What follows belongs to an exercise in optimizing a design on an open flow for small area; a production flow would make more cautious choices.
The RTL was checked by simulation tests, not by an equivalence proof against the original design.
The flow treats the clock pin as an ideal source, which a real chip does not have.
No activity file was given, so power comes from the tool's default toggle rates.

Setup of oak:
// cl_shell_top
module cl_shell_top
(
   input  logic                   clk_main_a0,
   input  logic                   sync_rst_n,        
   output logic                   ddr_rst_n,         
   output logic                   core_rst_n,        
   input  logic                   flr_assert,
   output logic                   flr_done,
   input  logic [NUM_STAT_CH-1:0] ctrl_ready,        
   input  logic                   ddr_c_ready,       
   output logic [NUM_DDR-1:0]     ddr_ready,
   input  logic [NUM_STAT_CH*STAT_REQ_W-1:0] stat_req_in,
   output logic [NUM_STAT_CH*STAT_REQ_W-1:0] stat_req_out,
   input  logic [NUM_STAT_CH*STAT_RSP_W-1:0] stat_rsp_in,
   output logic [NUM_STAT_CH*STAT_RSP_W-1:0] stat_rsp_out,
   input  logic [HOST_ID_W-1:0]   host_awid,
   input  logic [HOST_ID_W-1:0]   host_arid,
   output logic [HOST_ID_W-1:0]   host_bid,
   output logic [HOST_ID_W-1:0]   host_rid,
   output logic [CORE_ID_W-1:0]   core_awid,
   output logic [CORE_ID_W-1:0]   core_arid,
   input  logic [CORE_ID_W-1:0]   core_bid,
   input  logic [CORE_ID_W-1:0]   core_rid
);
Size: ~2000 flip-flops, about 600 I/O pins.
export LEC_CHECK = 0
export CAP_MARGIN = 20
export CORE_MARGIN = 2
export CORE_UTILIZATION = 65
export PLACE_DENSITY = 0.8
export SLEW_MARGIN = 20
create_clock -name core_clock -period 5.0 [get_ports {clk_main_a0}]
standard.sh (not shown) runs the stock make flow with config.mk's settings and CLKGATE_MAP_FILE= SYNTH_SCRIPT=/design/flow/synth_recipe.tcl, a recipe that flattens the netlist after the stock synthesis.
==> flow/flow/run.sh <==
#!/bin/bash
# Standard ORFS layout with a smaller port buffer and a leaner clock tree.
# make's full output goes to make.log; each ORFS step logs under orfs/logs.
set -o pipefail
bash standard.sh BUFFER_PORTS_ARGS='-buffer_cell sky130_fd_sc_hd__buf_1' CTS_ARGS='-sink_clustering_enable -repair_clock_nets -dont_use_dummy_load -buf_list {sky130_fd_sc_hd__clkbuf_8} -sink_clustering_size 22 -sink_clustering_max_diameter 50' finish > make.log 2>&1
The inputs of pine differ from those of oak as listed below.
Settings: CORE_UTILIZATION: 65 -> 60; PLACE_DENSITY: 0.8 -> unset.
==> flow/flow/run.sh <==
#!/bin/bash
# Standard ORFS layout with a smaller port buffer and a leaner clock tree.
# make's full output goes to make.log; each ORFS step logs under orfs/logs.
set -o pipefail
bash standard.sh BUFFER_PORTS_ARGS='-buffer_cell sky130_fd_sc_hd__buf_1' RECOVER_POWER=100 CTS_ARGS='-sink_clustering_enable -repair_clock_nets -dont_use_dummy_load -buf_list {sky130_fd_sc_hd__clkbuf_8} -sink_clustering_size 23 -sink_clustering_max_diameter 50' finish > make.log 2>&1
==> run summary <==
pine: routability congestion estimate 2.7% above oak. Setup violation total in the final timing report came out exactly the same in oak and pine. The higher sequential share of layout area came out of oak.
Relative to pine, the following input files were edited for birch:
Settings: putting PLACE_DENSITY at 0.85 where nothing was set; swapping 60 for 70 in CORE_UTILIZATION.
==> flow/flow/run.sh <==
#!/bin/bash
# Standard ORFS layout with a smaller port buffer and a leaner clock tree.
# make's full output goes to make.log; each ORFS step logs under orfs/logs.
set -o pipefail
bash standard.sh BUFFER_PORTS_ARGS='-buffer_cell sky130_fd_sc_hd__buf_1' CTS_ARGS='-sink_clustering_enable -repair_clock_nets -dont_use_dummy_load -buf_list {sky130_fd_sc_hd__buf_4} -sink_clustering_size 14 -sink_clustering_max_diameter 45' finish > make.log 2>&1
Results
Compared with pine, in birch total power -630 µW; period utilization went up 1.2 points; count of buffers from port buffering saw little to no change; register-to-register setup slack now sits higher; slew of the pin with the lowest slew margin decreased 0.058 ns. Compared to pine, the router laid down more metal wire for birch. Relative to pine, overall global routing resource usage increased by 4.0 points in birch.
#### Input delta (maple over birch)
Settings: PLACE_DENSITY no longer set, was 0.85; CORE_UTILIZATION now 60, was 70.
==> flow/flow/run.sh <==
#!/bin/bash
# Standard ORFS layout with a smaller port buffer and a leaner clock tree.
# make's full output goes to make.log; each ORFS step logs under orfs/logs.
set -o pipefail
bash standard.sh BUFFER_PORTS_ARGS='-buffer_cell sky130_fd_sc_hd__buf_1' RECOVER_POWER=100 CTS_ARGS='-sink_clustering_enable -repair_clock_nets -dont_use_dummy_load -buf_list {sky130_fd_sc_hd__clkbuf_4} -sink_clustering_size 11 -sink_clustering_max_diameter 40' finish > make.log 2>&1
Results
Fraction of registers with async set or reset after synthesis: maple vs birch, no meaningful difference
Relative to birch, the number of clock buffers in the layout of maple is higher by 40.
Against birch, maple reports a total power of the final layout that is higher.
Final cell count for maple: 12% up relative to birch
Between maple and birch, it is maple whose proportion of layout cells with a drive suffix above 1 is higher, by 0.71 points.
Vertical die dimension was lower in the run labelled birch.
Modified inputs, cedar compared to maple
Settings: CORE_UTILIZATION changed from 60 to 70; PLACE_DENSITY newly set to 0.85.
==> flow/flow/run.sh <==
#!/bin/bash
# Standard ORFS layout with a smaller port buffer and a leaner clock tree:
# TritonCTS builds the tree from clkbuf_8 without dummy loads, then
# flow/post_cts.tcl sizes each leaf buffer to the smallest clkbuf that meets
# a clock-pin slew target. make's full output goes to make.log; each ORFS
# step logs under orfs/logs.
set -o pipefail
W=$(pwd)
bash standard.sh LEAF_SLEW_TARGET=0.118 POST_CTS_TCL="$W/flow/post_cts.tcl" BUFFER_PORTS_ARGS='-buffer_cell sky130_fd_sc_hd__buf_1' CTS_ARGS='-sink_clustering_enable -repair_clock_nets -dont_use_dummy_load -buf_list {sky130_fd_sc_hd__clkbuf_8} -sink_clustering_size 28 -sink_clustering_max_diameter 70' finish > make.log 2>&1
==> flow/flow/post_cts.tcl (new file) <==
set leaf_sizes {sky130_fd_sc_hd__clkbuf_4 sky130_fd_sc_hd__clkbuf_8 sky130_fd_sc_hd__clkbuf_16}
set leaf_target $::env(LEAF_SLEW_TARGET)
estimate_parasitics -placement
proc leaf_worst_slew { net } {
  set w 0.0
  foreach pin [get_pins -of_objects $net -filter "direction==input"] {
    foreach e {rise fall} {
      set s [get_property $pin slew_max_$e]
      if {$s > $w} { set w $s }
    }
  }
  return $w
}
set n_changed 0
foreach net [get_nets clknet_leaf_*] {
  set drv [lindex [get_pins -of_objects $net -filter "direction==output"] 0]
  set inst [get_cells -of_objects $drv]
  set old [get_property $inst ref_name]
  set chosen ""
  foreach size $leaf_sizes {
    replace_cell $inst $size
    set w [leaf_worst_slew $net]
    if {$w < $leaf_target} { set chosen $size; break }
  }
  if {$chosen eq ""} { set chosen [lindex $leaf_sizes end] }
  if {$chosen ne $old} { incr n_changed }
  puts "LEAF [get_full_name $inst] $old -> $chosen [format %.4f $w]"
}
puts "LEAF resized $n_changed leaf buffers"
detailed_placement
check_placement -verbose
estimate_parasitics -placement
Notes after the runs:
- Per the comparison of cedar with maple, clock period minus final worst setup slack lost 0.20 ns, post-route worst setup slack went up 0.20 ns, net switching power up about 6%.
- cedar vs maple on minimum hold slack: cedar is the lower one.
- Compared with maple, in cedar met1 routing resource usage after global routing higher, initial antenna violation count lower.
- Compared maple against cedar; number of stages on the worst setup path within noise.
- cedar vs. maple: maximum operating frequency went up by 6.4%.
- maple → cedar: utilization up 7.8 points, area added between synthesis and finish down 4.7 points.
- cedar ended up with stat_req_out[41] as its capture point of the worst path; maple ended up with stat_rsp_out[122].

==> afterwards: timing with drivers on the ports <==
No port has a modelled driver above. Below, the same layouts with a new extraction and two added sets of constraints.
Step 1: set_driving_cell puts a clkbuf_16 on clk_main_a0 and a buf_2 on each other input, an assumption about the parent block.
Step 2, shift: input delay + t, output delay - t, t = (earliest + latest rising clock arrival at the registers) / 2. This alone moves slack from input paths to output paths.
Three values: ideal ports, drivers, drivers and shift; two values: the first two.
| run | t (ns) | setup slack, ns | worst setup path after step 2 | worst data-port slew with drivers (ns) | pins driven straight from the clock port |
|---|---|---|---|---|---|
| oak | 0.748 | 2.010 / 1.950 / 2.698 | register to output | 0.10 | 1 |
| pine | 0.779 | 1.903 / 1.846 / 2.626 | register to output | 0.12 | 1 |
| birch | 0.866 | 1.843 / 1.786 / 2.652 | register to output | 0.11 | 1 |
| maple | 0.989 | 1.653 / 1.591 / 2.580 | register to output | 0.11 | 1 |
| cedar | 0.784 | 1.854 / 1.793 / 2.577 | register to output | 0.12 | 1 |
After both steps setup and hold are still met in every run listed.
